Context: an optimization exercise on an open-source flow, tuned for small area and a short achievable clock period. The choices shown serve that exercise and are no tape-out recipe.
RTL that was checked went through simulation tests only; none was proved equivalent to the original.
Only the layout flow was run in runs 5 and 6; the RTL was not checked for function there.
Power is estimated from default activity; no workload was simulated.

$ cat flow/flow/margin.txt
6.25
$ cat flow/standard.sh
#!/bin/bash
# synth_recipe.tcl (not shown) runs the flow's synth.tcl, then flattens the netlist and writes it again
# the make line also repeats each setting of config.mk as NAME=value (left out here)
make -C /OpenROAD-flow-scripts/flow DESIGN_CONFIG=/design/flow/config.mk WORK_HOME=/design/flow/orfs CLKGATE_MAP_FILE= SYNTH_SCRIPT=/design/flow/synth_recipe.tcl "${@:-finish}"
$ cat flow/flow/run.sh
#!/bin/bash
set -euo pipefail
MARGIN=$(cat flow/margin.txt)
bash standard.sh SETUP_SLACK_MARGIN=$MARGIN finish > flow_make.log 2>&1 || { tail -50 flow_make.log; exit 1; }
tail -5 flow_make.log
$ cat flow/config.mk
export PLATFORM = sky130hd
export DESIGN_NAME = mem_io_responder
export DESIGN_NICKNAME = mem_io_responder
export VERILOG_FILES = /design/flow/design.v
export SDC_FILE = /design/flow/constraint.sdc
export NUM_CORES = 4
export LEC_CHECK = 0
export CAP_MARGIN = 20
export CORE_MARGIN = 2
export CORE_UTILIZATION = 50
export CTS_BUF_LIST = sky130_fd_sc_hd__clkbuf_16
export CTS_CLUSTER_DIAMETER = 100
export CTS_CLUSTER_SIZE = 25
export GPL_TIMING_DRIVEN = 0
export SLEW_MARGIN = 20
export SYNTH_HIERARCHICAL = 1
$ cat flow/design.v
module mio_ao8 (
  input  logic [7:0] s,
  input  logic [7:0] d,
  output logic       y
);
  assign y = |(s & d);
endmodule
module mio_nor2 (
  input  logic [1:0] a,
  output logic       y_n
);
  assign y_n = ~|a;
endmodule
module mio_nand4 (
  input  logic [3:0] a,
  output logic       y_n
);
  assign y_n = ~&a;
endmodule
module mio_nor16 (
  input  logic [15:0] a,
  output logic        y_n
);
  logic [7:0] p_n;
  logic [1:0] q;
  for (genvar k = 0; k < 8; k++) begin : g_p
    mio_nor2 u_p (.a(a[2*k +: 2]), .y_n(p_n[k]));
  end
  for (genvar m = 0; m < 2; m++) begin : g_q
    mio_nand4 u_q (.a(p_n[4*m +: 4]), .y_n(q[m]));
  end
  mio_nor2 u_r (.a(q), .y_n(y_n));
endmodule
module mio_hold (
  input  logic q,
  input  logic we,
  input  logic we_n,
  input  logic d,
  output logic y
);
  assign y = (q | we) & (we_n | d);
endmodule
module mio_fin (
  input  logic rd_n,
  input  logic ram_rd_n,
  input  logic oth_n,
  output logic y
);
  assign y = ~((ram_rd_n | rd_n) & oth_n);
endmodule
module mio_predec #(
  parameter int N = 3
) (
  input  logic [N-1:0]    a,
  output logic [2**N-1:0] y_n
);
  always_comb
    for (int k = 0; k < 2**N; k++) y_n[k] = a != N'(k);
endmodule
module mio_predec_en #(
  parameter int N = 3
) (
  input  logic [N-1:0]    a,
  input  logic            en,
  output logic [2**N-1:0] y_n
);
  always_comb
    for (int k = 0; k < 2**N; k++) y_n[k] = !(en && a == N'(k));
endmodule
module mio_wl (
  input  logic a_n,
  input  logic b_n,
  output logic we,
  output logic we_n
);
  assign we   = !(a_n || b_n);
  assign we_n = a_n || b_n;
endmodule
module mem_io_responder #(
  parameter int MEM_AW   = 7,
  parameter int N_LED    = 10,
  parameter int N_SW     = 10,
  parameter int PRESCALE = 100,
  parameter int PS_W     = 7
) (
  input  logic              Clock,
  input  logic              Resetn,
  input  logic [15:0]       ADDR,
  input  logic [15:0]       DOUT,
  input  logic              W,
  output logic [15:0]       DIN,
  input  logic [N_SW-1:0]   SW,
  output logic [N_LED-1:0]  LEDR,
  output logic              Tick_flag
);
  localparam int NW = 2**MEM_AW;
  localparam int NG = NW / 8;
  logic [NW-1:0][15:0] mem;
  logic [15:0] din_q, din_d, cnt_q, cnt_d, rld_q, rld_d, rd_n, oth;
  logic [N_LED-1:0] led_q, led_d;
  logic [N_SW-1:0] sw1_q, sw2_q;
  logic [PS_W-1:0] ps_q, ps_d;
  logic en_q, en_d, ar_q, ar_d, flag_q, flag_d;
  logic sel_ram, sel_led, sel_sw, sel_tmr, wr_cnt, wr_ctl, run, tick, cnt_one;
  logic [NW-1:0] rsel, wsel, wsel_n;
  logic [NW-1:0][15:0] mem_d;
  logic [15:0][NG-1:0] grp;
  assign sel_ram = ADDR[15:12] == 4'h0;
  assign sel_led = ADDR[15:12] == 4'h1;
  assign sel_sw  = ADDR[15:12] == 4'h2;
  assign sel_tmr = ADDR[15:12] == 4'h3;
  assign wr_cnt  = W && sel_tmr && !ADDR[0];
  assign wr_ctl  = W && sel_tmr && ADDR[0];
  assign cnt_one = cnt_q == 16'd1;
  assign run     = en_q && cnt_q != '0;
  assign tick    = run && ps_q == PS_W'(PRESCALE - 1);
  logic ram_rd, ram_wr;
  assign ram_rd = sel_ram && !W;
  assign ram_wr = sel_ram && W;
  logic [7:0] pl_n, pw_n;
  logic [NG-1:0] ph_n;
  mio_predec #(.N(3)) u_pl (.a(ADDR[2:0]), .y_n(pl_n));
  mio_predec #(.N(MEM_AW-3)) u_ph (.a(ADDR[MEM_AW-1:3]), .y_n(ph_n));
  mio_predec_en #(.N(3)) u_pw (.a(ADDR[2:0]), .en(ram_wr), .y_n(pw_n));
  always_comb
    for (int i = 0; i < NW; i++) rsel[i] = !(pl_n[i%8] || ph_n[i/8]);
  for (genvar i = 0; i < NW; i++) begin : g_wl
    mio_wl u_wl (.a_n(pw_n[i%8]), .b_n(ph_n[i/8]), .we(wsel[i]), .we_n(wsel_n[i]));
  end
  for (genvar b = 0; b < 16; b++) begin : g_bit
    for (genvar g = 0; g < NG; g++) begin : g_grp
      logic [7:0] d;
      for (genvar j = 0; j < 8; j++) begin : g_w
        assign d[j] = mem[g*8 + j][b];
      end
      mio_ao8 u_ao (.s(rsel[g*8 +: 8]), .d(d), .y(grp[b][g]));
    end
    mio_nor16 u_nor (.a(grp[b]), .y_n(rd_n[b]));
  end
  always_comb begin
    led_d  = W && sel_led ? DOUT[N_LED-1:0] : led_q;
    ps_d   = (wr_cnt || tick || !run) ? '0 : ps_q + PS_W'(1);
    cnt_d  = wr_cnt ? DOUT : !tick ? cnt_q : cnt_one ? (ar_q ? rld_q : '0) : cnt_q - 16'd1;
    rld_d  = wr_cnt ? DOUT : rld_q;
    en_d   = wr_ctl ? DOUT[0] : en_q;
    ar_d   = wr_ctl ? DOUT[1] : ar_q;
    flag_d = (tick && cnt_one) || (flag_q && !(wr_ctl && DOUT[2]));
    oth    = ({16{ram_wr}} & DOUT) |
             ({16{sel_led}} & 16'(led_d)) |
             ({16{sel_sw}}  & 16'(sw2_q)) |
             ({16{sel_tmr && ADDR[0]}} & {13'b0, flag_d, ar_d, en_d}) |
             ({16{sel_tmr && !ADDR[0]}} & cnt_d);
  end
  for (genvar b = 0; b < 16; b++) begin : g_fin
    mio_fin u_fin (.rd_n(rd_n[b]), .ram_rd_n(!ram_rd), .oth_n(!oth[b]), .y(din_d[b]));
  end
  always_ff @(posedge Clock or negedge Resetn)
    if (!Resetn) begin
      din_q  <= '0;
      led_q  <= '0;
      sw1_q  <= '0;
      sw2_q  <= '0;
      cnt_q  <= '0;
      rld_q  <= '0;
      ps_q   <= '0;
      en_q   <= 1'b0;
      ar_q   <= 1'b0;
      flag_q <= 1'b0;
    end else begin
      din_q  <= din_d;
      led_q  <= led_d;
      sw1_q  <= SW;
      sw2_q  <= sw1_q;
      cnt_q  <= cnt_d;
      rld_q  <= rld_d;
      ps_q   <= ps_d;
      en_q   <= en_d;
      ar_q   <= ar_d;
      flag_q <= flag_d;
    end
  for (genvar i = 0; i < NW; i++) begin : g_word
    for (genvar b = 0; b < 16; b++) begin : g_b
      mio_hold u_hold (.q(mem[i][b]), .we(wsel[i]), .we_n(wsel_n[i]), .d(DOUT[b]), .y(mem_d[i][b]));
    end
  end
  always_ff @(posedge Clock)
    mem <= mem_d;
  assign DIN       = din_q;
  assign LEDR      = led_q;
  assign Tick_flag = flag_q;
endmodule
$ cat flow/constraint.sdc
create_clock -name core_clock -period 10.0 [get_ports {Clock}]
set_input_delay 2.0000 -clock core_clock [delete_from_list [all_inputs] [get_ports {Clock}]]
set_output_delay 2.0000 -clock core_clock [all_outputs]
set_load 0.01 [all_outputs]
==> run summary, run 1 <==
cell area after technology mapping 0.07522 mm^2; most used cells in the layout excluding fill and tap cells 2,048 x sky130_fd_sc_hd__o22a_1, 2,048 x sky130_fd_sc_hd__dfxtp_1, 856 x sky130_fd_sc_hd__a22oi_1, 294 x sky130_fd_sc_hd__nand4_1, 293 x sky130_fd_sc_hd__nor2_4; horizontal die dimension 391.9 um; CTS Buf Count 95; number of warnings reported in the yosys synthesis log 10; first-iteration detailed-routing DRC count 6,250; number of design rule violations left after detail routing 0; number of flops mapped to enable cells by yosys 0; number of H-tree levels 3; sequential area share after synthesis 57.43%; post-synth net total 6,445; area growth from synthesis to layout 18.21%; global-route wire length before repair 392,000 um; cell with the largest stage delay on the worst path sky130_fd_sc_hd__nand4_1; routed vias/inst 7.037; number of buffer and inverter stages on the critical path 3; Top cell by count, worst path sky130_fd_sc_hd__nor2_4; transition time at the pin with the least slew margin 0.8585 ns; Pint 10,770 uW; switching share of power 23.25%; class of the tightest hold or removal check reg2reg; routed vias 62,457; share of the core filled with cells 59.44%; Clock Power Share 31.9%; clock tree from TritonCTS yes; CP startpoint kind primary input; Max VDD drop 0.1281 mV; number of iterations in the first detailed-routing pass 6; Sum Neg Setup Slack 0 ns; number of nets with antenna violations after detailed routing 0; hold path depth 0; core area 0.1496 mm^2; proportion of power drawn by flip-flops and latches 62.6%; power density over cell area 157.8 mW/mm^2; vias in the first global route 57,803; result of the run finished clean; net switching power figure 3262 uW; Final Instance Area 0.08892 mm^2; worst slack, placed 2.877 ns; maximum fanout count along the critical path 8; Initial Util 50.28%; ANT cells 0; Top Ports 72; cell leakage power 0.03035 uW; Layout Skew 0.03788 ns; synthesized instance count 6,397; reg2reg setup slack 6.99 ns; average instance area after synthesis 11.76 um^2; final number of hold-violating endpoints 0; share of flip-flops with an asynchronous set or reset after synthesis 4.120%; layout cells sized above 1 16.27%; height of the chip 391.9 um; number of pins with negative max-slew slack in the final report 0; number of input and output port buffers inserted 64; most frequently used flop master after synthesis sky130_fd_sc_hd__dfxtp_1; normalized max-slew margin 42.76%; unrepaired setup endpoints after global routing yes; Yosys cell types 67; kind of critical path in2reg; total global routing overflow 0; Highest Clock Rate 248.1 MHz; clock buffer depth 3; cells along the critical path buf_12 > clkbuf_16 > nand4bb_4 > clkbuf_16 > nor2_4 > a22oi_2 > nand4_1 > nor2_4 > nand4_1 > nor2_4 > o21ai_2; synthesis-stage register bit count 2,136; maximum number of pins on one net before global-route repair 80; kind of cell adding the most delay to the critical path simple AND/OR/NAND/NOR gates; Worst setup EP type register; Clock Root Buffer sky130_fd_sc_hd__clkbuf_16; Critical Path Max Stage Delay 0.42 ns; number of sinks handled by clock tree synthesis 2,136; initial antenna violation count 2; Overall Global Routing Usage 34.16%; final net count 6,894; routability cong. 0.8836; Worst Reg2Reg Path Length in Cells 11; Worst Hold Path EP sw2_q[8]$_DFF_PN0_; Req. time, crit path 10.61 ns; worst path setup slack after routing 5.969 ns; row count 142; number of setup violations in the final report 0; Post-DP Area 0.08100 mm^2; number of maximum-capacitance violations 0; total wire length 274,100 um; final worst-path cycle share 40.31%; source of the worst register-to-register timing path cnt_q[0]$_DFF_PN0_; Clock transition at path regs 0.10 ns; routed length per placed instance 30.88 um; Comb pwr share 5.5%; worst reg2reg endpoint din_q[0]$_DFF_PN0_; number of logic stages on the critical path including buffering 11; DP HPWL 166,400 um; CP arrival 4.64 ns; Tmin final 4.031 ns; total of hold buffers inserted after clock tree synthesis 0; clock network latency to the later pin of the worst-skew pair 0.76 ns; hold path start sw1_q[8]$_DFF_PN0_; area enclosed by the die boundary 0.1536 mm^2
==> per-layer routing <==
metal,wire length [um],vias up,global-route usage [%]
li1,-,27461,-
met1,116800,32146,47.39
met2,122800,2377,52.25
met3,18790,473,4.406
met4,15620,0,17.36
met5,0,-,0
==> cell type report <==
type / count / area [um^2]
fillers: 12545 / 60680
plain buffers: 52 / 859.6
inverters: 6 / 22.52
clock buffers: 99 / 2477
multi-input cells: 4231 / 35580
flip-flops and latches: 2136 / 43200
repair buffers: 324 / 4175
clock inverters: 11 / 78.83
well taps: 2016 / 2522
==> cell families (layout without fill, tap and decap cells) <==
kind of cell	count (synthesis)	count (layout)	share of synthesized area [%]
compound gates	3172	3172	35.00
flops	2136	2136	57.43
simple gates	1002	1030	6.825
buf+inv	58	492	0.3277
mux	20	20	0.2977
xor+xnor	6	6	0.06987
fa+ha+maj	3	3	0.04991
==> worst register-to-register path, delay by kind of cell, from the launching register on <==
kind / cells / cell delay, ns
and+or+nand+nor: 4 / 1.01
DFF: 1 / 0.46
buffers and inverters: 3 / 0.51
adders and majority gates: 1 / 0.29
AOI/OAI and AO/OA: 3 / 0.61
==> power groups by stage <==
stage	Clock, uW	Combinational (uW)	Sequential, uW
floorplan	0	288	8950
global placement	0	642	8970
detailed placement	0	669	8980
CTS	4550	739	8780
global route	4860	795	8810
finish	4470	767	8790
==> flip-flops by register name, indices dropped and copies added (netlist names) <==
| name | cells |
|---|---|
| ps_q | 7 |
| sw2_q | 10 |
| led_q | 10 |
| din_q | 16 |
| en_q | 1 |
| sw1_q | 10 |
| mem | 2048 |
| rld_q | 16 |
| cnt_q | 16 |
| ar_q | 1 |
| flag_q | 1 |
==> modules after synthesis (local to each module, per instance), excerpt <==
module	cells	flops+latches
mem_io_responder	2585	2136
mio_ao8	5	0
mio_wl	2	0
mio_hold	1	0
mio_nand4	1	0
mio_fin	1	0
mio_nor2	1	0
==> synth_stat cells (3+ instances only) <==
master / count / share of area [%]
sky130_fd_sc_hd__dfxtp_1: 2048 / 55
sky130_fd_sc_hd__o22a_1: 2048 / 24
sky130_fd_sc_hd__a22oi_1: 1037 / 10
sky130_fd_sc_hd__nor2_1: 429 / 2.1
sky130_fd_sc_hd__nand4_1: 294 / 2.4
sky130_fd_sc_hd__or2_1: 128 / 1.1
sky130_fd_sc_hd__dfrtp_1: 88 / 2.9
sky130_fd_sc_hd__nand2_1: 72 / 0.36
sky130_fd_sc_hd__clkbuf_1: 35 / 0.17
sky130_fd_sc_hd__mux2_2: 19 / 0.28
sky130_fd_sc_hd__o21ai_1: 18 / 0.12
sky130_fd_sc_hd__o21ai_0: 14 / 0.093
sky130_fd_sc_hd__nand3_1: 13 / 0.086
sky130_fd_sc_hd__buf_1: 10 / 0.050
sky130_fd_sc_hd__nand4bb_1: 9 / 0.13
sky130_fd_sc_hd__a21oi_1: 8 / 0.053
sky130_fd_sc_hd__a222oi_1: 8 / 0.11
sky130_fd_sc_hd__nand4b_1: 7 / 0.082
sky130_fd_sc_hd__nor3_1: 7 / 0.047
sky130_fd_sc_hd__inv_1: 6 / 0.030
sky130_fd_sc_hd__or3_1: 6 / 0.050
sky130_fd_sc_hd__o21a_1: 5 / 0.050
sky130_fd_sc_hd__o31ai_1: 5 / 0.050
sky130_fd_sc_hd__or4b_1: 5 / 0.067
sky130_fd_sc_hd__a32oi_1: 4 / 0.047
sky130_fd_sc_hd__nor4_1: 4 / 0.033
sky130_fd_sc_hd__buf_4: 3 / 0.030
sky130_fd_sc_hd__ha_1: 3 / 0.050
sky130_fd_sc_hd__nand3b_1: 3 / 0.030
sky130_fd_sc_hd__nor2b_1: 3 / 0.025
sky130_fd_sc_hd__o2bb2ai_1: 3 / 0.035
sky130_fd_sc_hd__or3b_1: 3 / 0.035
sky130_fd_sc_hd__or4_1: 3 / 0.030
sky130_fd_sc_hd__xnor2_1: 3 / 0.035
sky130_fd_sc_hd__xor2_1: 3 / 0.035
==> metrics by stage <==
| stage | hold slack (ns) | cells | total power (uW) |
|---|---|---|---|
| after floorplan | 0.3312 | 6397 | 9242 |
| after global placement | 0.3320 | 8477 | 9613 |
| after detailed placement | 0.3365 | 8521 | 9646 |
| after CTS | 0.3594 | 8798 | 14070 |
| after global routing | 0.3678 | 8875 | 14460 |
| final | 0.3492 | 8875 | 14030 |
==> how the worst max path moves through the flow <==
stage	endpoint	from	slack (ns)
after floorplan	mem[1040]$_DFF_P_	ADDR[13]	5.79
after global placement	din_q[5]$_DFF_PN0_	DOUT[5]	0.30
after detailed placement	din_q[10]$_DFF_PN0_	ADDR[0]	2.88
after CTS	din_q[13]$_DFF_PN0_	ADDR[1]	6.20
after global routing	din_q[15]$_DFF_PN0_	ADDR[2]	6.09
final	din_q[11]$_DFF_PN0_	ADDR[4]	5.97
==> timing repair <==
| action | 4_1_cts | 5_1_grt |
|---|---|---|
| endpoints found under the hold margin | 0 | 0 |
| buffers inserted | 138 | 65 |
| cloned | 29 | 12 |
| resized for setup | 533 | 173 |
| setup endpoints to repair | 2077 | 1510 |
| pin swaps | 209 | 163 |
==> inputs of run 2 (changes only) <==
--- a/flow/config.mk
+++ b/flow/config.mk
@@ -11,6 +11,6 @@
 export CTS_BUF_LIST = sky130_fd_sc_hd__clkbuf_16
 export CTS_CLUSTER_DIAMETER = 100
 export CTS_CLUSTER_SIZE = 25
-export GPL_TIMING_DRIVEN = 0
+export GPL_ROUTABILITY_DRIVEN = 0
 export SLEW_MARGIN = 20
 export SYNTH_HIERARCHICAL = 1
==> run 2 against run 1 <==
  * Register-to-register slack lost 0.07 ns
  * Sequential share of layout area grew 0.82 points
  * Total power grew 0.20%
  * Synthesized cell count is the same
  * Non-clock buffer count shrank 44
  * Global-route usage grew 0.78 points
  * Die area is the same
  * First-iteration DRC count grew 16%
  * Combinational power is essentially flat
  * Critical endpoint is now din_q[14]$_DFF_PN0_
==> run summary, run 2 <==
maximum fanout count along the critical path 8; cell area after technology mapping 0.07522 mm^2; Req. time, crit path 10.61 ns; area growth from synthesis to layout 16.25%; normalized max-slew margin 22.95%; synthesis-stage register bit count 2,136; routed vias/inst 7.088; Critical Path Max Stage Delay 0.37 ns; first-iteration detailed-routing DRC count 7,249; row count 142; initial antenna violation count 8; kind of cell adding the most delay to the critical path simple AND/OR/NAND/NOR gates; Final Instance Area 0.08745 mm^2; Post-DP Area 0.08019 mm^2; Clock transition at path regs 0.10 ns; dpl cells 8,502; Worst setup EP type register; average instance area after synthesis 11.76 um^2; core area 0.1496 mm^2; routed vias 62,660; Highest Clock Rate 248.7 MHz; Max VDD drop 0.1463 mV; power density over cell area 160.7 mW/mm^2; number of filler instances in the final layout 12,820; most used cells in the layout excluding fill and tap cells 2,048 x sky130_fd_sc_hd__o22a_1, 2,048 x sky130_fd_sc_hd__dfxtp_1, 947 x sky130_fd_sc_hd__a22oi_1, 294 x sky130_fd_sc_hd__nand4_1, 251 x sky130_fd_sc_hd__nor2_4; class of the tightest hold or removal check reg2reg; final number of hold-violating endpoints 0; horizontal die dimension 391.9 um; number of maximum-capacitance violations 0; Overall Global Routing Usage 34.94%; clock tree from TritonCTS yes; source of the worst register-to-register timing path cnt_q[0]$_DFF_PN0_; height of the chip 391.9 um; number of nets with antenna violations after detailed routing 0; maximum number of pins on one net before global-route repair 119; Final Non-Filler Cells 8,840; Top cell by count, worst path sky130_fd_sc_hd__buf_12; cell types with the largest area share after synthesis sky130_fd_sc_hd__dfxtp_1 55%, sky130_fd_sc_hd__o22a_1 24%, sky130_fd_sc_hd__a22oi_1 10%; Tmin final 4.021 ns; cell leakage power 0.02999 uW; number of H-tree levels 3; transition time at the pin with the least slew margin 1.156 ns; unrepaired setup endpoints after global routing yes; number of warnings reported in the yosys synthesis log 10; final worst-path cycle share 40.21%; number of design rule violations left after detail routing 0; hold path start sw1_q[6]$_DFF_PN0_; post-synth net total 6,445; share of the core filled with cells 58.45%; Synth top cells by count 2,048 x sky130_fd_sc_hd__dfxtp_1, 2,048 x sky130_fd_sc_hd__o22a_1, 1,037 x sky130_fd_sc_hd__a22oi_1; clock buffer depth 3; cells along the critical path buf_12 > buf_16 > nand4b_1 > buf_6 > buf_12 > buf_12 > nor2_4 > buf_4 > a22oi_1 > nand4_1 > nor2_4 > nand4_1 > nor2_2 > o21ai_1; Worst Hold Path EP sw2_q[6]$_DFF_PN0_; CTS Buf Count 95; final net count 6,849; synthesized instance count 6,397; number of buffer and inverter stages on the critical path 6; Top Ports 72; number of setup violations in the final report 0; Yosys cell types 67; number of sinks handled by clock tree synthesis 2,136; number of input and output port buffers inserted 66; Layout Skew 0.01747 ns; hold path depth 0; cell with the largest stage delay on the worst path sky130_fd_sc_hd__nand4_1; reg2reg setup slack 6.92 ns; number of pins with negative max-slew slack in the final report 0; Synth top area share 54.50%; sequential cell area in the final layout 0.04320 mm^2; Worst Reg2Reg Path Length in Cells 9; register ranked first by flip-flop count mem; routed length per placed instance 31.53 um; flip-flop count of the largest register after layout 2,048; number of flops mapped to enable cells by yosys 0; result of the run finished clean; CP arrival 4.63 ns; CP startpoint kind primary input; clock network latency to the later pin of the worst-skew pair 0.76 ns; total wire length 278,700 um; vias in the first global route 58,263; DP HPWL 162,600 um; worst reg2reg endpoint din_q[2]$_DFF_PN0_; most frequently used flop master after synthesis sky130_fd_sc_hd__dfxtp_1; footprint of the multi-input gates 0.03492 mm^2; global-route wire length before repair 400,100 um; Sum Neg Setup Slack 0 ns; sequential area share after synthesis 57.43%; share of flip-flops with an asynchronous set or reset after synthesis 4.120%; most area-hungry cell type in the Yosys netlist sky130_fd_sc_hd__dfxtp_1; layout cells sized above 1 13.95%; kind of critical path in2reg; number of iterations in the first detailed-routing pass 6; area enclosed by the die boundary 0.1536 mm^2; Initial Util 50.28%; total global routing overflow 0; Clock Root Buffer sky130_fd_sc_hd__clkbuf_16
run 2: layer usage:
metal  global-route usage (%)  wire length [um]  vias up
met5                        0                38        -
met3                    4.879             20980      481
li1                         -                 -    27428
met2                    52.91            123500     2607
met4                    16.96             15300        6
met1                    48.98            119000    32138
run 2: where the power goes:
group	total [uW]	leakage, uW	internal [uW]	switching, uW
Sequential	8790	0.0176	8680	110
Combinational	767	0.0111	291	476
Clock	4500	0.00130	1780	2720
run 2: worst max path at each step:
stage              from                  end  cells after the start
4_1_cts         ADDR[4]   din_q[1]$_DFF_PN0_                     11
3_5_place_dp    ADDR[2]   din_q[1]$_DFF_PN0_                     10
2_1_floorplan  ADDR[13]    mem[1040]$_DFF_P_                      7
3_3_place_gp    ADDR[2]   din_q[1]$_DFF_PN0_                     10
5_1_grt         ADDR[6]  din_q[15]$_DFF_PN0_                     11
6_report        ADDR[4]  din_q[14]$_DFF_PN0_                     14
run 2: stage by stage:
stage,hold WS (ns),setup slack (ns),power [uW]
6_report,0.3557,5.979,14060
3_3_place_gp,0.3335,3.452,9601
2_1_floorplan,0.3312,5.789,9242
3_5_place_dp,0.3373,3.404,9620
5_1_grt,0.3646,6.082,14470
4_1_cts,0.3600,6.155,14100
run 2: cell type report:
cell class | count | share of cell area [%]
inverters | 6 | 0.02575
diodes | 6 | 0.01717
repair buffers | 332 | 4.808
flip-flops and latches | 2136 | 49.40
clock buffers | 99 | 2.833
well taps | 2016 | 2.885
multi-input cells | 4230 | 39.93
clock inverters | 15 | 0.09586
run 2: cells by family after synthesis:
| family | synth area share, % |
|---|---|
| AND/OR/NAND/NOR | 6.825 |
| XOR/XNOR | 0.06987 |
| multiplexers | 0.2977 |
| AO/OA/AOI/OAI | 35.00 |
| flip-flops | 57.43 |
| adder cells (fa/ha/maj) | 0.04991 |
| buffers and inverters | 0.3277 |
run 2: per-module statistics from Yosys, one instance, submodules excluded, excerpt:
module,times used,flip-flops and latches,cell area (um^2)
mio_ao8,256,0,36.28
mem_io_responder,1,2136,45570
mio_wl,128,0,10.01
mio_fin,16,0,5.005
mio_hold,2048,0,8.758
mio_nand4,32,0,6.256
mio_nor2,144,0,3.754
run 2: what timing repair did:
item	in CTS	in global routing
gates cloned	40	6
hold buffers	0	0
pin swaps	136	89
setup endpoints to repair	2071	249
hold endpoints to repair	0	0
buffers inserted	157	15
gates resized for setup	463	87
==> inputs of run 3 (changes only) <==
--- a/flow/config.mk
+++ b/flow/config.mk
@@ -7,10 +7,10 @@
 export LEC_CHECK = 0
 export CAP_MARGIN = 20
 export CORE_MARGIN = 2
-export CORE_UTILIZATION = 50
+export CORE_UTILIZATION = 60
 export CTS_BUF_LIST = sky130_fd_sc_hd__clkbuf_16
 export CTS_CLUSTER_DIAMETER = 100
 export CTS_CLUSTER_SIZE = 25
-export GPL_ROUTABILITY_DRIVEN = 0
+export PLACE_DENSITY = 0.7
 export SLEW_MARGIN = 20
 export SYNTH_HIERARCHICAL = 1
==> run 3 against run 2 <==
  * Sequential cell count unchanged
  * Highest routed layer is now met4
  * Still clean on timing, DRC and antenna
  * Largest cell class unchanged
  * Via count rose by 2.8%
  * Fmax is 1.2% lower
  * Utilization increased by 12 points
==> run summary, run 3 <==
unrepaired setup endpoints after global routing yes; DP HPWL 154,800 um; sequential area share after synthesis 57.43%; reg2reg setup slack 6.85 ns; source of the worst register-to-register timing path cnt_q[0]$_DFF_PN0_; Highest Clock Rate 245.7 MHz; Synth top area share 54.50%; total wire length 273,400 um; worst reg2reg endpoint din_q[0]$_DFF_PN0_; Synth top cells by count 2,048 x sky130_fd_sc_hd__dfxtp_1, 2,048 x sky130_fd_sc_hd__o22a_1, 1,037 x sky130_fd_sc_hd__a22oi_1; final net count 6,924; CTS Buf Count 95; routability cong. 0.9288; routed vias 64,441; Yosys cell types 67; number of H-tree levels 3; row count 129; Clock transition at path regs 0.11 ns; cell area after technology mapping 0.07522 mm^2; layout cells sized above 1 16.43%; transition time at the pin with the least slew margin 1.195 ns; register ranked first by flip-flop count mem; CP arrival 4.67 ns; clock tree from TritonCTS yes; Sum Neg Setup Slack 0 ns; CP startpoint kind primary input; most area-hungry cell type in the Yosys netlist sky130_fd_sc_hd__dfxtp_1; number of iterations in the first detailed-routing pass 10; kind of critical path in2reg; Final Total Pwr 14,000 uW; number of setup violations in the final report 0; highest metal used met4; number of maximum-capacitance violations 0; total of hold buffers inserted after clock tree synthesis 0; initial antenna violation count 6; number of warnings reported in the yosys synthesis log 10; flip-flop count of the largest register after layout 2,048; vias in the first global route 58,667; horizontal die dimension 358.1 um; Initial Util 60.60%; WL met2 120,900 um; Routed met3 length 27,720 um; Layout Skew 0.02604 ns; most used cells in the layout excluding fill and tap cells 2,048 x sky130_fd_sc_hd__o22a_1, 2,048 x sky130_fd_sc_hd__dfxtp_1, 878 x sky130_fd_sc_hd__a22oi_1, 294 x sky130_fd_sc_hd__nand4_1, 277 x sky130_fd_sc_hd__nor2_4; Tmin final 4.070 ns; number of sinks handled by clock tree synthesis 2,136; normalized max-slew margin 20.36%; power density over cell area 159.2 mW/mm^2; Worst Hold Path EP sw2_q[4]$_DFF_PN0_; Clock Root Buffer sky130_fd_sc_hd__clkbuf_16; post-synth net total 6,445; average instance area after synthesis 11.76 um^2; cell types with the largest area share after synthesis sky130_fd_sc_hd__dfxtp_1 55%, sky130_fd_sc_hd__o22a_1 24%, sky130_fd_sc_hd__a22oi_1 10%; Worst setup EP type register; Overall Global Routing Usage 40.55%; global-route wire length before repair 389,700 um; share of flip-flops with an asynchronous set or reset after synthesis 4.120%; Max VDD drop 0.1864 mV; Req. time, crit path 10.60 ns; first-iteration detailed-routing DRC count 8,972; number of input and output port buffers inserted 66; hold path start sw1_q[4]$_DFF_PN0_; synthesized instance count 6,397; number of filler instances in the final layout 9,197; number of design rule violations left after detail routing 0; number of pins with negative max-slew slack in the final report 0; routed vias/inst 7.556; number of flops mapped to enable cells by yosys 0; Worst Reg2Reg Path Length in Cells 8; height of the chip 358.1 um; most frequently used flop master after synthesis sky130_fd_sc_hd__dfxtp_1; wire length on met1 108,200 um; final worst-path cycle share 40.70%; Top Ports 72; clock network latency to the later pin of the worst-skew pair 0.76 ns; core area 0.1241 mm^2; routed length per placed instance 32.06 um; worst slack, placed 3.380 ns; synthesis-stage register bit count 2,136; hold path depth 0; final number of hold-violating endpoints 0; worst path setup slack after routing 5.930 ns; total global routing overflow 0; class of the tightest hold or removal check reg2reg; maximum fanout count along the critical path 17; number of nets with antenna violations after detailed routing 0; cell leakage power 0.03028 uW; clock buffer depth 3; maximum number of pins on one net before global-route repair 89; area growth from synthesis to layout 16.91%; result of the run finished clean; area enclosed by the die boundary 0.1282 mm^2
run 3: cell counts after synthesis:
No cell type changed its count.
run 3: stage by stage:
stage	util, %	hold WS, ns	std cells	cell area, um^2
global route	70.84	0.3694	8525	87930
global placement	64.03	0.3348	8099	79470
floorplan	-	0.3312	6397	76720
finish	70.85	0.3640	8528	87940
detailed placement	64.04	0.3364	8100	79490
CTS	69.30	0.3616	8420	86020
run 3: cells by family (layout without fill, tap and decap cells):
group	count (synthesis)	after routing	share of synthesized area, %
compound gates	3172	3172	35.00
flops	2136	2136	57.43
simple gates	1002	1036	6.825
buf+inv	58	515	0.3277
mux	20	20	0.2977
xor+xnor	6	6	0.06987
fa+ha+maj	3	3	0.04991
other cells	0	3	0
run 3: layer usage:
layer | up-vias | GRT usage (%)
met5 | - | 0
met4 | 0 | 21.77
met3 | 672 | 7.740
met2 | 3614 | 60.55
met1 | 32594 | 55.72
li1 | 27561 | -
run 3: worst max-delay path by stage:
stage	from	slack, ns	endpoint	cells past startpoint
after floorplan	ADDR[13]	5.79	mem[1040]$_DFF_P_	7
after global placement	ADDR[0]	3.46	din_q[10]$_DFF_PN0_	10
after detailed placement	ADDR[0]	3.38	din_q[10]$_DFF_PN0_	10
after CTS	ADDR[14]	5.69	mem[1809]$_DFF_P_	7
after global routing	ADDR[6]	6.04	din_q[13]$_DFF_PN0_	13
final	ADDR[1]	5.93	din_q[11]$_DFF_PN0_	13
run 3: worst max-delay path, cell delays in order:
cell	delay, ns
sky130_fd_sc_hd__buf_8	0.15
sky130_fd_sc_hd__or3b_4	0.27
sky130_fd_sc_hd__buf_16	0.20
sky130_fd_sc_hd__buf_6	0.18
sky130_fd_sc_hd__nor2_4	0.06
sky130_fd_sc_hd__buf_4	0.17
sky130_fd_sc_hd__buf_4	0.14
sky130_fd_sc_hd__a22oi_1	0.36
sky130_fd_sc_hd__nand4_1	0.19
sky130_fd_sc_hd__nor2_1	0.26
sky130_fd_sc_hd__nand4_1	0.24
sky130_fd_sc_hd__nor2_4	0.27
sky130_fd_sc_hd__o21ai_1	0.10
run 3: layout make-up:
cell class                 instances  area (um^2)  share of cell area (%)
clock inverter                    11        76.32                 0.08679
timing repair buffer             400         4672                   5.313
tap                             1637         2048                   2.329
antenna                            3        7.507                0.008537
clock buffer                      98         2452                   2.789
multi-input combinational       4237        35460                   40.32
inverter                           6        22.52                 0.02561
sequential                      2136        43200                   49.13
run 3: report_power, final:
group	total (uW)	internal, uW	leakage, uW	switching (uW)
Sequential	8790	8680	0.0176	112
Clock	4440	1770	0.00127	2670
Combinational	772	291	0.0114	481
run 3: Yosys stat by module, one instance, submodules excluded, excerpt:
| module | area, um^2 | copies in the design | flops+latches | cells inside |
|---|---|---|---|---|
| mem_io_responder | 45570 | 1 | 2136 | 2585 |
| mio_ao8 | 36.28 | 256 | 0 | 5 |
| mio_wl | 10.01 | 128 | 0 | 2 |
| mio_hold | 8.758 | 2048 | 0 | 1 |
| mio_nand4 | 6.256 | 32 | 0 | 1 |
| mio_fin | 5.005 | 16 | 0 | 1 |
| mio_nor2 | 3.754 | 144 | 0 | 1 |
run 3: what timing repair did:
| item | in CTS | in global routing |
|---|---|---|
| resized for setup | 520 | 194 |
| cloned | 39 | 8 |
| pin swaps | 125 | 158 |
| buffers inserted | 172 | 96 |
| endpoints found under the setup margin | 2065 | 1044 |
==> inputs of run 4 (changes only) <==
==> flow/flow/run.sh (replaced) <==
#!/bin/bash
set -euo pipefail
MARGIN=$(cat flow/margin.txt)
bash standard.sh SETUP_SLACK_MARGIN=$MARGIN "BUFFER_PORTS_ARGS=-buffer_cell sky130_fd_sc_hd__buf_2" finish > flow_make.log 2>&1 || { tail -50 flow_make.log; exit 1; }
tail -5 flow_make.log
--- a/flow/config.mk
+++ b/flow/config.mk
@@ -7,10 +7,9 @@
 export LEC_CHECK = 0
 export CAP_MARGIN = 20
 export CORE_MARGIN = 2
-export CORE_UTILIZATION = 60
+export CORE_UTILIZATION = 50
 export CTS_BUF_LIST = sky130_fd_sc_hd__clkbuf_16
 export CTS_CLUSTER_DIAMETER = 100
 export CTS_CLUSTER_SIZE = 25
-export PLACE_DENSITY = 0.7
 export SLEW_MARGIN = 20
 export SYNTH_HIERARCHICAL = 1
==> run 4 against run 3 <==
  * Still clean
  * Sequential cell count stayed put
  * Global-route usage down 6.0 points
  * Worst setup slack lost 0.041 ns
  * Cell count rose by 3.7%
  * Clock power barely moved
  * Count of clock-buffer cells in the layout fell by 1
  * Sequential share of layout area grew 0.54 points
  * Area after synthesis stayed put
  * First-iteration DRC count decreased by 20%
  * Fmax decreased by 0.99%
  * Wire length increased by 2.4%
  * Non-clock buffer count fell by 68
  * Critical endpoint is now din_q[0]$_DFF_PN0_
  * Largest power group unchanged
==> run summary, run 4 <==
Synth top cells by count 2,048 x sky130_fd_sc_hd__dfxtp_1, 2,048 x sky130_fd_sc_hd__o22a_1, 1,037 x sky130_fd_sc_hd__a22oi_1; clock network latency to the later pin of the worst-skew pair 0.77 ns; class of the tightest hold or removal check reg2reg; Critical Path Max Stage Delay 0.40 ns; cell leakage power 0.02978 uW; core area 0.1496 mm^2; clock buffer depth 3; Top cell by count, worst path sky130_fd_sc_hd__buf_12; CP arrival 4.71 ns; power density over cell area 161.0 mW/mm^2; Setup crit end din_q[0]$_DFF_PN0_; proportion of power drawn by flip-flops and latches 62.8%; clock tree from TritonCTS yes; cell area after technology mapping 0.07522 mm^2; number of design rule violations left after detail routing 0; Req. time, crit path 10.60 ns; number of nets with antenna violations after detailed routing 0; switching share of power 23.56%; layout cells sized above 1 14.91%; source of the worst register-to-register timing path cnt_q[0]$_DFF_PN0_; cells along the critical path buf_8 > buf_12 > buf_12 > nand4b_1 > buf_12 > nor2_4 > a22oi_1 > nand4_1 > nor2_2 > nand4_1 > nor2_4 > o21ai_1; net switching power figure 3298 uW; synthesized instance count 6,397; total wire length 280,000 um; flip-flop count of the largest register after layout 2,048; global-route wire length before repair 397,000 um; register ranked first by flip-flop count mem; Tmin final 4.111 ns; post-synth net total 6,445; number of pins with negative max-slew slack in the final report 0; routability cong. 0.8742; result of the run finished clean; Yosys cell types 67; Worst Reg2Reg Path Length in Cells 9; final number of hold-violating endpoints 0; area growth from synthesis to layout 15.64%; Final Instance Area 0.08698 mm^2; transition time at the pin with the least slew margin 1.189 ns; crit path launch ADDR[3]; synthesis-stage register bit count 2,136; worst reg2reg endpoint din_q[2]$_DFF_PN0_; Pint 10,700 uW; Synth top area share 54.50%; kind of critical path in2reg; sequential area share after synthesis 57.43%; number of maximum-capacitance violations 0; maximum number of pins on one net before global-route repair 89; cell with the largest stage delay on the worst path sky130_fd_sc_hd__a22oi_1; share of flip-flops with an asynchronous set or reset after synthesis 4.120%; cell types with the largest area share after synthesis sky130_fd_sc_hd__dfxtp_1 55%, sky130_fd_sc_hd__o22a_1 24%, sky130_fd_sc_hd__a22oi_1 10%; height of the chip 391.9 um; initial antenna violation count 8; total global routing overflow 0; Worst setup EP type register; Initial Util 50.28%; number of sinks handled by clock tree synthesis 2,136; number of flops mapped to enable cells by yosys 0; Final Total Pwr 14,000 uW; normalized max-slew margin 20.73%; horizontal die dimension 391.9 um; routed length per placed instance 31.66 um; Max VDD drop 0.1746 mV; routed vias 63,037; DP HPWL 163,200 um; Clock Power Share 31.9%; Sum Neg Setup Slack 0 ns; vias in the first global route 57,846; number of filler instances in the final layout 12,763; final worst-path cycle share 41.11%; Post-DP Area 0.07989 mm^2; sequential cell area in the final layout 0.04320 mm^2; CP startpoint kind primary input; most area-hungry cell type in the Yosys netlist sky130_fd_sc_hd__dfxtp_1; Clock transition at path regs 0.10 ns; row count 142; number of H-tree levels 3; reg2reg setup slack 6.84 ns; CTS Buf Count 95; unrepaired setup endpoints after global routing yes; number of input and output port buffers inserted 66; number of iterations in the first detailed-routing pass 8; Overall Global Routing Usage 34.58%; area enclosed by the die boundary 0.1536 mm^2; total of hold buffers inserted after clock tree synthesis 0; number of warnings reported in the yosys synthesis log 10; Comb pwr share 5.3%; routed vias/inst 7.127; maximum fanout count along the critical path 16; most used cells in the layout excluding fill and tap cells 2,048 x sky130_fd_sc_hd__o22a_1, 2,048 x sky130_fd_sc_hd__dfxtp_1, 917 x sky130_fd_sc_hd__a22oi_1, 294 x sky130_fd_sc_hd__nand4_1, 232 x sky130_fd_sc_hd__nor2_4; Top Ports 72; Highest Clock Rate 243.3 MHz; share of the core filled with cells 58.15%; Clock Root Buffer sky130_fd_sc_hd__clkbuf_16; footprint of the multi-input gates 0.03501 mm^2; number of setup violations in the final report 0; final net count 6,856; average instance area after synthesis 11.76 um^2; Layout Skew 0.02290 ns; first-iteration detailed-routing DRC count 7,144; most frequently used flop master after synthesis sky130_fd_sc_hd__dfxtp_1
## run 4: cell counts after synthesis
No cell type changed its count.
## run 4: power by group through the flow
stage | sequential [uW] | clock [uW] | combinational, uW
floorplan | 8950 | 0 | 288
global placement | 8970 | 0 | 612
detailed placement | 8980 | 0 | 625
CTS | 8790 | 4520 | 696
global route | 8810 | 4810 | 768
finish | 8790 | 4470 | 742
## run 4: cell type report
type	instances	share of cell area (%)
diodes	8	0.02301
clock buffers	97	2.791
clock inverters	13	0.09350
inverters	6	0.02589
multi-input cells	4237	40.25
flip-flops and latches	2136	49.67
well taps	2016	2.900
repair buffers	332	4.255
## run 4: worst max-delay path, delay by kind of cell
family                 cells  cell delay (ns)
AOI/OAI and AO/OA          2             0.51
buffers and inverters      4             0.65
and+or+nand+nor            6             1.51
## run 4: kinds of logic after synthesis
kind of cell | share of synthesized area (%)
compound gates | 35.00
xor+xnor | 0.06987
fa+ha+maj | 0.04991
buf+inv | 0.3277
flops | 57.43
mux | 0.2977
simple gates | 6.825
## run 4: per-module statistics from Yosys (local to each module, per instance), a selection
module	cells inside	cell area (um^2)	times used	flops+latches
mio_fin	1	5.005	16	0
mio_wl	2	10.01	128	0
mio_hold	1	8.758	2048	0
mio_nand4	1	6.256	32	0
mio_ao8	5	36.28	256	0
mem_io_responder	2585	45570	1	2136
## run 4: how the worst min path moves through the flow
stage,end,slack (ns),cells past startpoint,start
floorplan,sw2_q[0]$_DFF_PN0_,0.33,0,sw1_q[0]$_DFF_PN0_
global placement,sw2_q[2]$_DFF_PN0_,0.34,0,sw1_q[2]$_DFF_PN0_
detailed placement,sw2_q[7]$_DFF_PN0_,0.33,0,sw1_q[7]$_DFF_PN0_
CTS,sw2_q[7]$_DFF_PN0_,0.36,0,sw1_q[7]$_DFF_PN0_
global route,sw2_q[8]$_DFF_PN0_,0.37,0,sw1_q[8]$_DFF_PN0_
finish,sw2_q[8]$_DFF_PN0_,0.36,0,sw1_q[8]$_DFF_PN0_
## run 4: timing repair
action	in CTS	in global routing
setup buffers	92	94
resized for setup	336	134
pin swaps	64	77
endpoints found under the setup margin	1452	309
cloned	30	11
## run 4: per-layer routing
layer / GRT usage, % / vias up / share of wire, %
met5: 0 / - / 0.0050
met4: 13.89 / 2 / 4.5
met3: 4.731 / 460 / 7.6
met2: 53.65 / 2657 / 45
met1: 48.61 / 32505 / 42
li1: - / 27413 / -
## run 4: stage by stage
step           instances  setup WS [ns]  hold WS [ns]
2_1_floorplan       6397          5.789        0.3312
3_3_place_gp        8497          4.024        0.3361
3_5_place_dp        8499          4.023        0.3347
4_1_cts             8731          6.034        0.3583
5_1_grt             8840          6.013        0.3684
6_report            8845          5.889        0.3564
==> inputs of run 5 (changes only) <==
--- a/flow/design.v
+++ b/flow/design.v
@@ -52,20 +52,30 @@
   parameter int N = 3
 ) (
   input  logic [N-1:0]    a,
+  input  logic [N-1:0]    a_n,
   output logic [2**N-1:0] y_n
 );
   always_comb
-    for (int k = 0; k < 2**N; k++) y_n[k] = a != N'(k);
+    for (int k = 0; k < 2**N; k++) begin
+      y_n[k] = 1'b1;
+      for (int j = 0; j < N; j++) y_n[k] = y_n[k] & (k[j] ? a[j] : a_n[j]);
+      y_n[k] = !y_n[k];
+    end
 endmodule
 module mio_predec_en #(
   parameter int N = 3
 ) (
   input  logic [N-1:0]    a,
+  input  logic [N-1:0]    a_n,
   input  logic            en,
   output logic [2**N-1:0] y_n
 );
   always_comb
-    for (int k = 0; k < 2**N; k++) y_n[k] = !(en && a == N'(k));
+    for (int k = 0; k < 2**N; k++) begin
+      y_n[k] = en;
+      for (int j = 0; j < N; j++) y_n[k] = y_n[k] & (k[j] ? a[j] : a_n[j]);
+      y_n[k] = !y_n[k];
+    end
 endmodule
 module mio_wl (
   input  logic a_n,
@@ -119,9 +129,11 @@
   assign ram_wr = sel_ram && W;
   logic [7:0] pl_n, pw_n;
   logic [NG-1:0] ph_n;
-  mio_predec #(.N(3)) u_pl (.a(ADDR[2:0]), .y_n(pl_n));
-  mio_predec #(.N(MEM_AW-3)) u_ph (.a(ADDR[MEM_AW-1:3]), .y_n(ph_n));
-  mio_predec_en #(.N(3)) u_pw (.a(ADDR[2:0]), .en(ram_wr), .y_n(pw_n));
+  logic [MEM_AW-1:0] addr_n;
+  assign addr_n = ~ADDR[MEM_AW-1:0];
+  mio_predec #(.N(3)) u_pl (.a(ADDR[2:0]), .a_n(addr_n[2:0]), .y_n(pl_n));
+  mio_predec #(.N(MEM_AW-3)) u_ph (.a(ADDR[MEM_AW-1:3]), .a_n(addr_n[MEM_AW-1:3]), .y_n(ph_n));
+  mio_predec_en #(.N(3)) u_pw (.a(ADDR[2:0]), .a_n(addr_n[2:0]), .en(ram_wr), .y_n(pw_n));
   always_comb
     for (int i = 0; i < NW; i++) rsel[i] = !(pl_n[i%8] || ph_n[i/8]);
   for (genvar i = 0; i < NW; i++) begin : g_wl
==> flow/flow/run.sh (replaced) <==
#!/bin/bash
set -euo pipefail
MARGIN=$(cat flow/margin.txt)
bash standard.sh SETUP_SLACK_MARGIN=$MARGIN finish > flow_make.log 2>&1 || { tail -50 flow_make.log; exit 1; }
tail -5 flow_make.log
==> flow/flow/margin.txt (replaced) <==
6
==> run 5 against run 4 <==
  * Count of clock-buffer cells in the layout rose by 1
  * Cell area barely moved
  * Largest power group unchanged
  * Worst hold slack improved by 0.00087 ns
  * Wire length fell by 1.4%
  * Worst setup slack got worse by 0.10 ns
  * Critical endpoint is now din_q[13]$_DFF_PN0_
  * Sequential share of layout area barely moved
  * Total power fell by 0.12%
  * Cell count rose by 0.44%
==> run summary, run 5 <==
area growth from synthesis to layout 15.10%; count leader, synth sky130_fd_sc_hd__o22a_1; Synth top cells by count 2,049 x sky130_fd_sc_hd__o22a_1, 2,048 x sky130_fd_sc_hd__dfxtp_1, 1,025 x sky130_fd_sc_hd__a22oi_1; most area-hungry cell type in the Yosys netlist sky130_fd_sc_hd__dfxtp_1; cell with the largest stage delay on the worst path sky130_fd_sc_hd__nand4_1; Top Ports 72; routability cong. 0.9372; Req. time, crit path 10.60 ns; number of pins with negative max-slew slack in the final report 0; most used cells in the layout excluding fill and tap cells 2,049 x sky130_fd_sc_hd__o22a_1, 2,048 x sky130_fd_sc_hd__dfxtp_1, 875 x sky130_fd_sc_hd__a22oi_1, 323 x sky130_fd_sc_hd__nand4_1, 218 x sky130_fd_sc_hd__buf_4; total global routing overflow 0; horizontal die dimension 392.6 um; flip-flop count of the largest register after layout 2,048; maximum number of pins on one net before global-route repair 103; final worst-path cycle share 42.13%; kind of cell adding the most delay to the critical path simple AND/OR/NAND/NOR gates; area enclosed by the die boundary 0.1541 mm^2; transition time at the pin with the least slew margin 1.117 ns; number of maximum-capacitance violations 0; number of setup violations in the final report 0; Highest Clock Rate 237.3 MHz; number of filler instances in the final layout 12,921; cells along the critical path buf_12 > clkinvlp_4 > nand4_1 > buf_4 > buf_12 > nor2_1 > buf_4 > a22oi_1 > nand4_1 > nor2_2 > nand4_1 > nor2_4 > o21ai_2; result of the run finished clean; Sum Neg Setup Slack 0 ns; routed length per placed instance 31.06 um; Synth top area share 54.30%; core area 0.1500 mm^2; Layout Skew 0.02348 ns; total wire length 276,000 um; initial antenna violation count 3; number of iterations in the first detailed-routing pass 6; Critical Path Max Stage Delay 0.42 ns; CP arrival 4.81 ns; cell area after technology mapping 0.07551 mm^2; number of input and output port buffers inserted 66; sequential area share after synthesis 57.21%; class of the tightest hold or removal check reg2reg; final net count 6,902; number of H-tree levels 3; kind of critical path in2reg; most frequently used flop master after synthesis sky130_fd_sc_hd__dfxtp_1; synthesized instance count 6,442; Clock transition at path regs 0.10 ns; Clock Root Buffer sky130_fd_sc_hd__clkbuf_16; row count 142; Top cell by count, worst path sky130_fd_sc_hd__nand4_1; number of buffer and inverter stages on the critical path 5; number of warnings reported in the yosys synthesis log 10; post-synth net total 6,490; first-iteration detailed-routing DRC count 6,396; Initial Util 50.36%; layout cells sized above 1 14.93%; normalized max-slew margin 25.55%; clock buffer depth 3; DP HPWL 166,600 um; number of design rule violations left after detail routing 0; maximum fanout count along the critical path 16; height of the chip 392.6 um; CP startpoint kind primary input; Overall Global Routing Usage 34.23%; routed vias/inst 7.060; Tmin final 4.213 ns; synthesis-stage register bit count 2,136; power density over cell area 160.9 mW/mm^2; register ranked first by flip-flop count mem; number of flops mapped to enable cells by yosys 0; Final Total Pwr 13,980 uW; Max VDD drop 0.1381 mV; Yosys cell types 81; number of sinks handled by clock tree synthesis 2,136; cell types with the largest area share after synthesis sky130_fd_sc_hd__dfxtp_1 54%, sky130_fd_sc_hd__o22a_1 24%, sky130_fd_sc_hd__a22oi_1 10%; number of nets with antenna violations after detailed routing 0; vias in the first global route 58,570; cell leakage power 0.03000 uW; clock tree from TritonCTS yes; final number of hold-violating endpoints 0; routed vias 62,717; global-route wire length before repair 394,900 um; share of flip-flops with an asynchronous set or reset after synthesis 4.120%; Worst setup EP type register; clock network latency to the later pin of the worst-skew pair 0.76 ns; most common library cell in the layout ignoring fill and taps sky130_fd_sc_hd__o22a_1; average instance area after synthesis 11.72 um^2; unrepaired setup endpoints after global routing yes; CTS Buf Count 95
-- run 5: layout make-up --
class	instances	area (um^2)	share of cell area (%)
sequential	2136	43200	49.71
multi-input combinational	4235	34670	39.89
tap	2016	2522	2.902
clock inverter	12	77.57	0.08926
antenna	1	2.502	0.002879
timing repair buffer	373	3905	4.493
inverter	12	71.32	0.08206
timing repair inverter	1	7.507	0.008638
clock buffer	98	2452	2.822
-- run 5: timing repair --
action | 4_1_cts | 5_1_grt
hold buffers | 0 | 0
endpoints found under the hold margin | 0 | 0
pin swaps | 99 | 146
buffers inserted | 69 | 36
endpoints found under the setup margin | 1888 | 1767
gates resized for setup | 472 | 441
gates cloned | 6 | 9
-- run 5: kinds of logic (layout without fill, tap and decap cells) --
logic type / after synthesis / count (layout) / share of synthesized area (%)
AO/OA/AOI/OAI: 3184 / 3184 / 35.06
XOR/XNOR: 5 / 5 / 0.05801
adder cells (fa/ha/maj): 3 / 3 / 0.04972
buffers and inverters: 74 / 496 / 0.4573
flip-flops: 2136 / 2136 / 57.21
multiplexers: 18 / 18 / 0.2751
other: 0 / 1 / 0
AND/OR/NAND/NOR: 1022 / 1025 / 6.887
-- run 5: worst paths after layout --
kind                                         start             endpoint  slack [ns]  depth (start not counted)
worst max register to register  cnt_q[1]$_DFF_PN0_   din_q[0]$_DFF_PN0_        6.97                          8
min in group asynchronous                   Resetn    ps_q[5]$_DFF_PN0_        1.18                          1
worst min-delay path            sw1_q[6]$_DFF_PN0_   sw2_q[6]$_DFF_PN0_        0.36                          0
max in group asynchronous                   Resetn   sw2_q[4]$_DFF_PN0_        7.73                          2
worst min register to register  sw1_q[6]$_DFF_PN0_   sw2_q[6]$_DFF_PN0_        0.36                          0
worst max-delay path                       ADDR[6]  din_q[13]$_DFF_PN0_        5.79                         13
-- run 5: per-layer routing --
layer  global-route usage, %  up-vias  part of all wire, %
met5                       0        -                    0
met4                   16.38        0                  5.6
met3                   4.349      504                  7.0
met2                   53.22     2474                   45
met1                   47.23    32254                   42
li1                        -    27485                    -
-- run 5: modules after synthesis (local to each module, per instance), excerpt --
module / area, um^2 / cells inside / flops+latches
mio_nor2: 3.754 / 1 / 0
mio_wl: 10.01 / 2 / 0
mem_io_responder: 45920 / 2625 / 2136
mio_fin: 5.005 / 1 / 0
mio_nand4: 6.256 / 1 / 0
mio_hold: 8.758 / 1 / 0
mio_ao8: 36.28 / 5 / 0
-- run 5: stage by stage --
stage | instance area (um^2) | std cells | worst slack (ns) | hold slack [ns] | utilization, %
floorplan | 75620 | 6442 | 5.638 | 0.3312 | -
global placement | 79950 | 8646 | 3.293 | 0.3317 | 53.31
detailed placement | 80050 | 8653 | 3.281 | 0.3347 | 53.38
CTS | 85000 | 8838 | 5.861 | 0.3579 | 56.68
global route | 86910 | 8883 | 5.880 | 0.3693 | 57.96
finish | 86910 | 8884 | 5.787 | 0.3572 | 57.96
-- run 5: where the power goes --
part / internal [uW] / switching, uW
sequential: 8680 / 110
clock: 1770 / 2710
combinational: 273 / 448
total: 10700 / 3270
==> inputs of run 6 (changes only) <==
--- a/flow/design.v
+++ b/flow/design.v
@@ -1,35 +1,19 @@
-module mio_ao8 (
-  input  logic [7:0] s,
-  input  logic [7:0] d,
-  output logic       y
+module mio_aoi #(
+  parameter int N = 3
+) (
+  input  logic [N-1:0] s,
+  input  logic [N-1:0] d,
+  output logic         y_n
 );
-  assign y = |(s & d);
+  assign y_n = ~|(s & d);
 endmodule
-module mio_nor2 (
-  input  logic [1:0] a,
-  output logic       y_n
+module mio_and #(
+  parameter int N = 43
+) (
+  input  logic [N-1:0] a_n,
+  output logic         y_n
 );
-  assign y_n = ~|a;
-endmodule
-module mio_nand4 (
-  input  logic [3:0] a,
-  output logic       y_n
-);
-  assign y_n = ~&a;
-endmodule
-module mio_nor16 (
-  input  logic [15:0] a,
-  output logic        y_n
-);
-  logic [7:0] p_n;
-  logic [1:0] q;
-  for (genvar k = 0; k < 8; k++) begin : g_p
-    mio_nor2 u_p (.a(a[2*k +: 2]), .y_n(p_n[k]));
-  end
-  for (genvar m = 0; m < 2; m++) begin : g_q
-    mio_nand4 u_q (.a(p_n[4*m +: 4]), .y_n(q[m]));
-  end
-  mio_nor2 u_r (.a(q), .y_n(y_n));
+  assign y_n = &a_n;
 endmodule
 module mio_hold (
   input  logic q,
@@ -52,30 +36,20 @@
   parameter int N = 3
 ) (
   input  logic [N-1:0]    a,
-  input  logic [N-1:0]    a_n,
   output logic [2**N-1:0] y_n
 );
   always_comb
-    for (int k = 0; k < 2**N; k++) begin
-      y_n[k] = 1'b1;
-      for (int j = 0; j < N; j++) y_n[k] = y_n[k] & (k[j] ? a[j] : a_n[j]);
-      y_n[k] = !y_n[k];
-    end
+    for (int k = 0; k < 2**N; k++) y_n[k] = a != N'(k);
 endmodule
 module mio_predec_en #(
   parameter int N = 3
 ) (
   input  logic [N-1:0]    a,
-  input  logic [N-1:0]    a_n,
   input  logic            en,
   output logic [2**N-1:0] y_n
 );
   always_comb
-    for (int k = 0; k < 2**N; k++) begin
-      y_n[k] = en;
-      for (int j = 0; j < N; j++) y_n[k] = y_n[k] & (k[j] ? a[j] : a_n[j]);
-      y_n[k] = !y_n[k];
-    end
+    for (int k = 0; k < 2**N; k++) y_n[k] = !(en && a == N'(k));
 endmodule
 module mio_wl (
   input  logic a_n,
@@ -114,7 +88,8 @@
   logic sel_ram, sel_led, sel_sw, sel_tmr, wr_cnt, wr_ctl, run, tick, cnt_one;
   logic [NW-1:0] rsel, wsel, wsel_n;
   logic [NW-1:0][15:0] mem_d;
-  logic [15:0][NG-1:0] grp;
+  localparam int NT = (NW + 2) / 3;
+  logic [15:0][NT-1:0] trm_n;
   assign sel_ram = ADDR[15:12] == 4'h0;
   assign sel_led = ADDR[15:12] == 4'h1;
   assign sel_sw  = ADDR[15:12] == 4'h2;
@@ -129,25 +104,24 @@
   assign ram_wr = sel_ram && W;
   logic [7:0] pl_n, pw_n;
   logic [NG-1:0] ph_n;
-  logic [MEM_AW-1:0] addr_n;
-  assign addr_n = ~ADDR[MEM_AW-1:0];
-  mio_predec #(.N(3)) u_pl (.a(ADDR[2:0]), .a_n(addr_n[2:0]), .y_n(pl_n));
-  mio_predec #(.N(MEM_AW-3)) u_ph (.a(ADDR[MEM_AW-1:3]), .a_n(addr_n[MEM_AW-1:3]), .y_n(ph_n));
-  mio_predec_en #(.N(3)) u_pw (.a(ADDR[2:0]), .a_n(addr_n[2:0]), .en(ram_wr), .y_n(pw_n));
+  mio_predec #(.N(3)) u_pl (.a(ADDR[2:0]), .y_n(pl_n));
+  mio_predec #(.N(MEM_AW-3)) u_ph (.a(ADDR[MEM_AW-1:3]), .y_n(ph_n));
+  mio_predec_en #(.N(3)) u_pw (.a(ADDR[2:0]), .en(ram_wr), .y_n(pw_n));
   always_comb
     for (int i = 0; i < NW; i++) rsel[i] = !(pl_n[i%8] || ph_n[i/8]);
   for (genvar i = 0; i < NW; i++) begin : g_wl
     mio_wl u_wl (.a_n(pw_n[i%8]), .b_n(ph_n[i/8]), .we(wsel[i]), .we_n(wsel_n[i]));
   end
   for (genvar b = 0; b < 16; b++) begin : g_bit
-    for (genvar g = 0; g < NG; g++) begin : g_grp
-      logic [7:0] d;
-      for (genvar j = 0; j < 8; j++) begin : g_w
-        assign d[j] = mem[g*8 + j][b];
+    for (genvar t = 0; t < NT; t++) begin : g_trm
+      localparam int N = (NW - 3*t) < 3 ? (NW - 3*t) : 3;
+      logic [N-1:0] d;
+      for (genvar j = 0; j < N; j++) begin : g_w
+        assign d[j] = mem[t*3 + j][b];
       end
-      mio_ao8 u_ao (.s(rsel[g*8 +: 8]), .d(d), .y(grp[b][g]));
+      mio_aoi #(.N(N)) u_ao (.s(rsel[t*3 +: N]), .d(d), .y_n(trm_n[b][t]));
     end
-    mio_nor16 u_nor (.a(grp[b]), .y_n(rd_n[b]));
+    mio_and #(.N(NT)) u_and (.a_n(trm_n[b]), .y_n(rd_n[b]));
   end
   always_comb begin
     led_d  = W && sel_led ? DOUT[N_LED-1:0] : led_q;
==> flow/flow/margin.txt (replaced) <==
6.5
==> run 6 against run 5 <==
  * Sequential cell count unchanged
  * Still clean
  * Die area down 2.5%
  * Global-route usage down 0.40 points
  * Largest power group unchanged
==> run summary, run 6 <==
result of the run finished clean; maximum fanout count along the critical path 8; number of pins with negative max-slew slack in the final report 0; total global routing overflow 0; Routed met3 length 21,560 um; cell area after technology mapping 0.07358 mm^2; WL met2 122,800 um; DP HPWL 159,200 um; share of flip-flops with an asynchronous set or reset after synthesis 4.120%; synthesized instance count 5,869; total wire length 270,400 um; Initial Util 50.43%; Top cell by count, worst path sky130_fd_sc_hd__buf_12; row count 140; global-route wire length before repair 385,300 um; routed vias 61,349; number of input and output port buffers inserted 66; number of design rule violations left after detail routing 0; height of the chip 387.6 um; number of warnings reported in the yosys synthesis log 10; Clock Root Buffer sky130_fd_sc_hd__clkbuf_16; CTS Buf Count 95; Final Total Pwr 13,960 uW; worst path setup slack after routing 5.441 ns; layout cells sized above 1 13.59%; synthesis-stage register bit count 2,136; CP arrival 5.17 ns; power density over cell area 164.6 mW/mm^2; number of buffer and inverter stages on the critical path 6; Top Ports 72; number of flops mapped to enable cells by yosys 0; Worst setup EP type register; transition time at the pin with the least slew margin 1.186 ns; register ranked first by flip-flop count mem; sequential area share after synthesis 58.71%; flip-flop count of the largest register after layout 2,048; total of hold buffers inserted after clock tree synthesis 0; Yosys cell types 68; Highest Clock Rate 219.4 MHz; most area-hungry cell type in the Yosys netlist sky130_fd_sc_hd__dfxtp_1; Req. time, crit path 10.61 ns; initial antenna violation count 6; wire length on met1 115,200 um; first-iteration detailed-routing DRC count 9,860; number of setup violations in the final report 0; class of the tightest hold or removal check reg2reg; clock network latency to the later pin of the worst-skew pair 0.78 ns; highest metal used met4; Clock transition at path regs 0.10 ns; area growth from synthesis to layout 15.28%; ANT cells 0; Sum Neg Setup Slack 0 ns; CP startpoint kind primary input; final net count 6,458; area enclosed by the die boundary 0.1502 mm^2; worst slack, placed 2.926 ns; number of sinks handled by clock tree synthesis 2,136; share of the core filled with cells 58.13%; clock tree from TritonCTS yes; number of nets with antenna violations after detailed routing 0; clock buffer depth 3; final worst-path cycle share 45.59%; kind of critical path in2reg; cell leakage power 0.03002 uW; Critical Path Max Stage Delay 0.63 ns; number of H-tree levels 3; Tmin final 4.559 ns; maximum number of pins on one net before global-route repair 85; cell with the largest stage delay on the worst path sky130_fd_sc_hd__nor4_4; average instance area after synthesis 12.54 um^2; number of iterations in the first detailed-routing pass 10; most used cells in the layout excluding fill and tap cells 2,048 x sky130_fd_sc_hd__o22a_1, 2,048 x sky130_fd_sc_hd__dfxtp_1, 680 x sky130_fd_sc_hd__a222oi_1, 281 x sky130_fd_sc_hd__buf_4, 166 x sky130_fd_sc_hd__nand4_1; cell types with the largest area share after synthesis sky130_fd_sc_hd__dfxtp_1 56%, sky130_fd_sc_hd__o22a_1 24%, sky130_fd_sc_hd__a222oi_1 9.3%; Synth top area share 55.72%; cells along the critical path buf_12 > or3b_4 > buf_12 > buf_12 > buf_8 > nor2_4 > buf_6 > clkbuf_4 > a222oi_1 > nand4_1 > nor4_4 > and3_4 > o21ai_1; number of maximum-capacitance violations 0; final number of hold-violating endpoints 0; core area 0.1459 mm^2; horizontal die dimension 387.6 um; Max VDD drop 0.1392 mV; kind of cell adding the most delay to the critical path simple AND/OR/NAND/NOR gates; Layout Skew 0.02889 ns; most frequently used flop master after synthesis sky130_fd_sc_hd__dfxtp_1; unrepaired setup endpoints after global routing yes; post-synth net total 5,917; Synth top cells by count 2,048 x sky130_fd_sc_hd__dfxtp_1, 2,048 x sky130_fd_sc_hd__o22a_1, 680 x sky130_fd_sc_hd__a222oi_1; Overall Global Routing Usage 33.84%; routability cong. 0.8664; routed vias/inst 7.354; normalized max-slew margin 20.93%; vias in the first global route 56,456; routed length per placed instance 32.41 um; worst slack on hold paths 0.3627 ns
## run 6: changes by cell type after synthesis, sizes merged, moves of 10 or more
cell / before / now
nand4: 320 / 166
buf: 27 / 17
a222oi: 8 / 680
and3: 4 / 18
nor4: 3 / 37
nand3: 19 / 29
a22oi: 1026 / 29
nor2: 429 / 286
nor3: 11 / 23
## run 6: through the flow
step / std cells / instance area (um^2)
global placement: 8027 / 78460
CTS: 8252 / 83500
detailed placement: 8034 / 78600
floorplan: 5869 / 73890
global route: 8342 / 84830
finish: 8342 / 84830
## run 6: cell type report
type,count,area (um^2)
Tap cell,1917,2399
Fill cell,12438,61090
Multi-Input combinational cell,3688,31630
Clock inverter,13,96.34
Clock buffer,99,2477
Sequential cell,2136,43200
Inverter,6,22.52
Timing Repair Buffer,483,5004
## run 6: worst register-to-register path, cell delays in order (launching register included)
cell and delay (ns):
sky130_fd_sc_hd__dfrtp_1 0.45, sky130_fd_sc_hd__inv_1 0.10, sky130_fd_sc_hd__ha_1 0.31, sky130_fd_sc_hd__or4b_1 0.69, sky130_fd_sc_hd__nor4_4 0.42, sky130_fd_sc_hd__nor2_2 0.20
sky130_fd_sc_hd__a22o_1 0.26, sky130_fd_sc_hd__a211o_1 0.30, sky130_fd_sc_hd__o21ba_1 0.23, sky130_fd_sc_hd__o21ai_1 0.08
## run 6: path summary, 6_finish.rpt
kind                                    start                    end  slack (ns)  cells after the start
setup / recovery                      ADDR[1]    din_q[13]$_DFF_PN0_        5.44                     13
hold / removal             sw1_q[3]$_DFF_PN0_     sw2_q[3]$_DFF_PN0_        0.36                      0
setup reg to reg           cnt_q[0]$_DFF_PN0_     din_q[2]$_DFF_PN0_        6.80                      9
hold reg to reg            sw1_q[3]$_DFF_PN0_     sw2_q[3]$_DFF_PN0_        0.36                      0
max in group asynchronous              Resetn     sw2_q[6]$_DFF_PN0_        7.80                      2
min in group asynchronous              Resetn  rld_q[11]$_DFFE_PN0P_        1.20                      1
## run 6: logic make-up after synthesis
group / count (synthesis) / share of synthesized area, %
AO/OA/AOI/OAI: 2836 / 34.75
multiplexers: 20 / 0.3044
AND/OR/NAND/NOR: 810 / 5.780
adder cells (fa/ha/maj): 3 / 0.05102
flip-flops: 2136 / 58.71
XOR/XNOR: 6 / 0.07143
buffers and inverters: 58 / 0.3350
## run 6: routing by layer
layer | GRT usage (%) | up-vias
met5 | 0 | -
met1 | 48.13 | 31487
met2 | 52.92 | 2891
li1 | - | 26545
met3 | 4.022 | 426
met4 | 12.43 | 0
## run 6: power breakdown
part           internal, uW  leakage (uW)  switching, uW
Combinational           259        0.0111            417
Sequential             8680        0.0176            107
Clock                  1810       0.00129           2690
## run 6: repair_timing
item,CTS,global route
setup endpoints to repair,2099,1387
buffers inserted,85,74
pin swaps,131,128
cloned,21,16
resized for setup,380,131
## run 6: modules after synthesis, one instance, submodules excluded, excerpt
module            cells  area [um^2]  times used
mem_io_responder   2585        45570           1
mio_fin               1        5.005          16
mio_hold              1        8.758        2048
mio_wl                2        10.01         128

[separate check: timing with driven ports]
In the flow no input, the clock included, has a driving cell. The finished layouts below were timed again as built, in two steps.
Step 1: set_driving_cell puts a clkbuf_16 on Clock and a buf_2 on each other input, an assumption about the parent block.
Step 2 moves the port delays by t, midway between the first and last clock arrival at a register: inputs arrive t later, outputs are due t later. That takes back most of the time a late clock gives input paths.
Slacks: ideal / step 1 / step 2; pairs: ideal / step 1.
run	t, ns	setup slack, ns	worst setup path at the end	slew at the worst register clock pin (ns)	pins driven straight from the clock port
run 1	0.820	5.969 / 5.932 / 5.112	input to register	0.11 / 0.11	1
run 2	0.833	5.979 / 5.989 / 5.155	input to register	0.11 / 0.11	1
run 3	0.828	5.930 / 5.949 / 5.121	input to register	0.11 / 0.11	1
run 4	0.828	5.889 / 5.917 / 5.089	input to register	0.11 / 0.11	1
run 5	0.833	5.787 / 5.713 / 4.880	input to register	0.11 / 0.11	1
run 6	0.845	5.441 / 5.336 / 4.491	input to register	0.10 / 0.10	1
After both steps every run listed still meets setup and hold. For run 6, which loses most, drivers alone change the setup slack by -0.105 ns; drivers and shift together by -0.950 ns.
